What follows belongs to an exercise in optimizing a design on an open flow for small area and a short achievable clock period; a production flow would make more cautious choices.
Function was checked by simulation only, so behaviour that the tests miss may differ from the original.
No activity file was given, so power comes from the tool's default toggle rates.

==> flow/design.v <==
module dtlb_top (
  input  logic                  clk,
  input  logic                  rst,
  input  logic                  lookup_valid,
  input  logic [4-1:0]   lookup_set,
  input  logic [20-1:0]   lookup_tag,
  input  logic                  wr_valid,
  input  logic                  wr_op,
  input  logic [4-1:0]   wr_set,
  input  logic [20-1:0]   wr_tag,
  input  logic [(18 + 2)-1:0]   wr_pte,
  output logic                  ready,
  output logic                  resp_valid,
  output logic                  resp_hit,
  output logic [2-1:0]   resp_way,
  output logic [(18 + 2)-1:0]   resp_pte
);
  localparam int W  = 4;
  localparam int S  = 16;
  localparam int SB = 4;
  localparam int WB = 2;
  localparam int TB = 20;
  localparam int PB = (18 + 2);
  logic          run;
  logic [SB-1:0] init_cnt;
  always_ff @(posedge clk) begin
    if (rst) begin
      run      <= 1'b0;
      init_cnt <= '0;
    end else if (!run) begin
      init_cnt <= init_cnt + 1'b1;
      if (init_cnt == SB'(16 - 1)) begin
        run <= 1'b1;
      end
    end
  end
  assign ready = run;
  logic [S*W-1:0]         vld;
  logic [S*W-1:0][TB-1:0] tag;
  logic [S*W-1:0][PB-1:0] pte;
  logic [S-1:0][5:0]      lru;
  logic          pw_v;
  logic          pw_op;
  logic [SB-1:0] pw_set;
  logic [S-1:0]  pw_fo;
  logic [S-1:0]  pw_io;
  logic [TB-1:0] pw_tag;
  logic [PB-1:0] pw_pte;
  logic [W-1:0]  pw_hit;
  logic [W-1:0]  wr_hit;
  always_ff @(posedge clk) begin
    pw_v   <= wr_valid && run && !rst;
    pw_op  <= wr_op;
    pw_set <= wr_set;
    pw_fo  <= (wr_valid && run && !rst && !wr_op) ? S'(1) << wr_set : '0;
    pw_io  <= (wr_valid && run && !rst &&  wr_op) ? S'(1) << wr_set : '0;
    pw_tag <= wr_tag;
    pw_pte <= wr_pte;
    pw_hit <= wr_hit;
  end
  logic [W-1:0] pw_vic;
  logic [W-1:0] pw_sel;
  logic         pw_fill;
  assign pw_sel  = (|pw_hit) ? pw_hit : pw_vic;
  assign pw_fill = pw_v && !pw_op;
  logic [S-1:0]         lk_oh;
  logic [S-1:0]         wr_oh;
  logic [S*W-1:0]       lk_eq;
  logic [W-1:0]         lk_cam;
  logic [W-1:0][PB-1:0] lk_rp;
  logic [W-1:0]         wr_rv;
  logic [W-1:0][TB-1:0] wr_rt;
  assign lk_oh = S'(1) << lookup_set;
  assign wr_oh = S'(1) << wr_set;
  always_comb begin
    for (int e = 0; e < S*W; e++) begin
      lk_eq[e] = vld[e] && (tag[e] == lookup_tag);
    end
  end
  always_comb begin
    lk_cam = '0;
    lk_rp = '0;
    wr_rv = '0;
    wr_rt = '0;
    for (int s = 0; s < S; s++) begin
      for (int w = 0; w < W; w++) begin
        lk_cam[w] = lk_cam[w] | (lk_oh[s] & lk_eq[s*W + w]);
        lk_rp[w] = lk_rp[w] | ({PB{lk_oh[s]}} & pte[s*W + w]);
        wr_rv[w] = wr_rv[w] | (wr_oh[s] & vld[s*W + w]);
        wr_rt[w] = wr_rt[w] | ({TB{wr_oh[s]}} & tag[s*W + w]);
      end
    end
  end
  logic [W-1:0] lk_raw;
  logic [W-1:0] wr_raw;
  logic         lk_same;
  logic         wr_same;
  logic         lk_ptag;
  logic         wr_ptag;
  logic [W-1:0] lk_hit;
  always_comb begin
    for (int w = 0; w < W; w++) begin
      lk_raw[w] = lk_cam[w];
      wr_raw[w] = wr_rv[w] && (wr_rt[w] == wr_tag);
    end
  end
  assign lk_same = pw_v && (pw_set == lookup_set);
  assign wr_same = pw_v && (pw_set == wr_set);
  assign lk_ptag = (pw_tag == lookup_tag);
  assign wr_ptag = (pw_tag == wr_tag);
  always_comb begin
    for (int w = 0; w < W; w++) begin
      if (lk_same && !pw_op && pw_sel[w]) begin
        lk_hit[w] = lk_ptag;
      end else begin
        lk_hit[w] = lk_raw[w] && !(lk_same && pw_op && lk_ptag);
      end
      if (wr_same && !pw_op && pw_sel[w]) begin
        wr_hit[w] = wr_ptag;
      end else begin
        wr_hit[w] = wr_raw[w] && !(wr_same && pw_op && wr_ptag);
      end
    end
  end
  logic [WB-1:0] lk_way;
  logic [PB-1:0] lk_pte;
  logic          lk_acc;
  logic [SB-1:0] rsp_set;
  logic          lt_v;
  logic [W-1:0]  lt_sel;
  always_comb begin
    lk_way = '0;
    lk_pte = '0;
    for (int w = 0; w < W; w++) begin
      if (lk_hit[w]) begin
        lk_way = lk_way | WB'(w);
      end
      if (lk_raw[w]) begin
        lk_pte = lk_pte | lk_rp[w];
      end
    end
    if (lk_same && !pw_op && lk_ptag) begin
      lk_pte = pw_pte;
    end
  end
  assign lk_acc = lookup_valid && run && !rst;
  always_ff @(posedge clk) begin
    resp_valid <= lk_acc;
    resp_hit   <= lk_acc && (|lk_hit);
    resp_way   <= lk_way;
    resp_pte   <= lk_pte;
    rsp_set    <= lookup_set;
    lt_v       <= lk_acc && (|lk_hit) && !(wr_valid && run);
    lt_sel     <= lk_hit;
  end
  always_ff @(posedge clk) begin
    for (int s = 0; s < S; s++) begin
      for (int w = 0; w < W; w++) begin
        if (rst) begin
          vld[s*W + w] <= 1'b0;
        end else if (pw_fo[s] && pw_sel[w]) begin
          vld[s*W + w] <= 1'b1;
        end else if (pw_io[s] && pw_hit[w]) begin
          vld[s*W + w] <= 1'b0;
        end
      end
    end
  end
  always_ff @(posedge clk) begin
    for (int s = 0; s < S; s++) begin
      for (int w = 0; w < W; w++) begin
        if (pw_fo[s] && pw_sel[w]) begin
          tag[s*W + w] <= pw_tag;
          pte[s*W + w] <= pw_pte;
        end
      end
    end
  end
  logic          t_v;
  logic [SB-1:0] t_set;
  logic [W-1:0]  t_sel;
  logic [5:0]    t_new;
  logic [5:0]    t_msk;
  always_comb begin
    t_v   = pw_fill || lt_v;
    t_set = pw_v ? pw_set : rsp_set;
    t_sel = pw_v ? pw_sel : lt_sel;
    t_new = {t_sel[2], t_sel[1], t_sel[1], t_sel[0], t_sel[0], t_sel[0]};
    t_msk = {t_sel[2] | t_sel[3], t_sel[1] | t_sel[3], t_sel[1] | t_sel[2],
             t_sel[0] | t_sel[3], t_sel[0] | t_sel[2], t_sel[0] | t_sel[1]};
  end
  always_ff @(posedge clk) begin
    for (int s = 0; s < S; s++) begin
      for (int k = 0; k < 6; k++) begin
        if (rst) begin
          lru[s][k] <= 1'b0;
        end else if (t_v && (t_set == SB'(s)) && t_msk[k]) begin
          lru[s][k] <= t_new[k];
        end
      end
    end
  end
  logic [5:0]   wr_lru;
  logic [W-1:0] victim;
  always_comb begin
    wr_lru = '0;
    for (int s = 0; s < S; s++) begin
      wr_lru = wr_lru | ({6{wr_oh[s]}} & lru[s]);
    end
    if (t_v && (t_set == wr_set)) begin
      wr_lru = (wr_lru & ~t_msk) | (t_new & t_msk);
    end
  end
  assign victim[0] = !wr_lru[0] && !wr_lru[1] && !wr_lru[2];
  assign victim[1] =  wr_lru[0] && !wr_lru[3] && !wr_lru[4];
  assign victim[2] =  wr_lru[1] &&  wr_lru[3] && !wr_lru[5];
  assign victim[3] =  wr_lru[2] &&  wr_lru[4] &&  wr_lru[5];
  always_ff @(posedge clk) begin
    pw_vic <= victim;
  end
endmodule
export LEC_CHECK = 0
export CAP_MARGIN = 20
export CELL_PAD_IN_SITES_DETAIL_PLACEMENT = 1
export CELL_PAD_IN_SITES_GLOBAL_PLACEMENT = 1
export CORE_MARGIN = 2
export CORE_UTILIZATION = 40
export CTS_BUF_LIST = sky130_fd_sc_hd__clkbuf_8
export CTS_CLUSTER_DIAMETER = 100
export CTS_CLUSTER_SIZE = 10
export PLACE_DENSITY = 0.5
export SETUP_SLACK_MARGIN = 3.9
export SLEW_MARGIN = 20
create_clock -name core_clock -period 7.0 [get_ports {clk}]
run.sh (not shown) runs the stock make flow with config.mk's settings and CLKGATE_MAP_FILE= SYNTH_SCRIPT=/design/flow/synth_recipe.tcl, a recipe that flattens the netlist after the stock synthesis.
The baseline ran to the end with no violations.
==> next run, changes <==
CTS_BUF_LIST = sky130_fd_sc_hd__clkbuf_16   (was sky130_fd_sc_hd__clkbuf_8)
CTS_CLUSTER_DIAMETER = 60   (was 100)
CTS_CLUSTER_SIZE = 20   (was 10)
Count of clock-buffer cells in the layout decreases by 49.
Global-route usage increases by 1.3 points.
Routed wire length increases by 2.1%.
First-iteration DRC count is about the same.
Cell count hardly moves.
==> next run, changes <==
CTS_BUF_LIST = sky130_fd_sc_hd__clkbuf_8   (was sky130_fd_sc_hd__clkbuf_16)
CTS_CLUSTER_DIAMETER = 40   (was 60)
CTS_CLUSTER_SIZE = 12   (was 20)
Result: Worst setup slack improved by 0.15 ns; via count barely changes; critical path depth is unchanged; utilization drops by 0.19 points; register-to-register slack got worse by 0.10 ns; total power goes up by a few percent; combinational power fell by a few percent; hold slack degrades by 0.039 ns; wire length falls by a few percent.
==> next run, changes <==
CAP_MARGIN = 10   (was 20)
CTS_CLUSTER_DIAMETER = 100   (was 40)
SLEW_MARGIN = 10   (was 20)
The new run produced a clean layout.
Core utilization came out lower by 1.7 points.
Cell area drops by a few percent.
Global-route usage goes up by 0.35 points.
Final cell count shrinks by a few percent.
Register-to-register slack gains 0.10 ns.
Total power decreases by about a fifth.
Count of clock-buffer cells in the layout went down by 218.
==> next run, changes <==
CAP_MARGIN = 20   (was 10)
CORE_UTILIZATION = 45   (was 40)
CTS_CLUSTER_SIZE = 10   (was 12)
PLACE_DENSITY = 0.55   (was 0.5)
SLEW_MARGIN = 20   (was 10)
Outcome:
- cell count shrinks by 3.4%
- sequential share of layout area grows by 0.42 points
- die area shrinks by 11%
- core utilization grows by 5.4 points
- hold slack barely changes
- routed wire length shrinks by 6.7%
- fmax grows by 0.37%
- first-iteration DRC count shrinks by 0.59%
- critical path depth stays the same
- setup slack improved by 0.012 ns
==> next run, changes <==
CORE_UTILIZATION = 40   (was 45)
CTS_CLUSTER_SIZE = 12   (was 10)
PLACE_DENSITY = 0.5   (was 0.55)
Combinational power climbs by about 1%.
Clock-buffer cell count shrinks by 45.
Design area stays flat.
Via count is about the same.
Die area rose by about 12%.

static timing again, ports no longer ideal:
Ports are ideal in the flow. The routed layouts listed here were re-timed in OpenROAD.
Step 1 assumes that a clkbuf_16 drives the clock port and a buf_2 every other input.
Step 2 adds t to the input delays and takes it off the output delays; t is the mean of the earliest and latest rising clock arrival at the registers after step 1. Input paths then give back, and output paths get back, about the clock's delay inside the block.
a / b / c = ideal ports / drivers / drivers and shift; a / b = the first two.
| run | t, ns | setup slack, ns | worst setup path at the end | latest minus earliest clock arrival (ns) | worst slew at a driven data input, ns |
|---|---|---|---|---|---|
| the first run | 1.216 | 3.628 / 3.368 / 2.152 | input to register | 0.072 / 0.072 | 0.57 |
| the second run | 1.029 | 3.444 / 3.238 / 2.209 | input to register | 0.044 / 0.044 | 0.54 |
| the third run | 1.250 | 3.593 / 3.385 / 2.135 | input to register | 0.101 / 0.101 | 0.55 |
| the fourth run | 1.163 | 3.617 / 3.473 / 2.310 | input to register | 0.072 / 0.071 | 0.53 |
| the fifth run | 1.196 | 3.630 / 3.471 / 2.274 | input to register | 0.103 / 0.103 | 0.51 |
| the sixth run | 1.188 | 3.566 / 3.286 / 2.098 | input to register | 0.063 / 0.062 | 0.57 |
After both steps setup and hold are still met in every run listed. For the first run, which loses most, drivers alone change the setup slack by -0.260 ns; drivers and shift together by -1.476 ns.
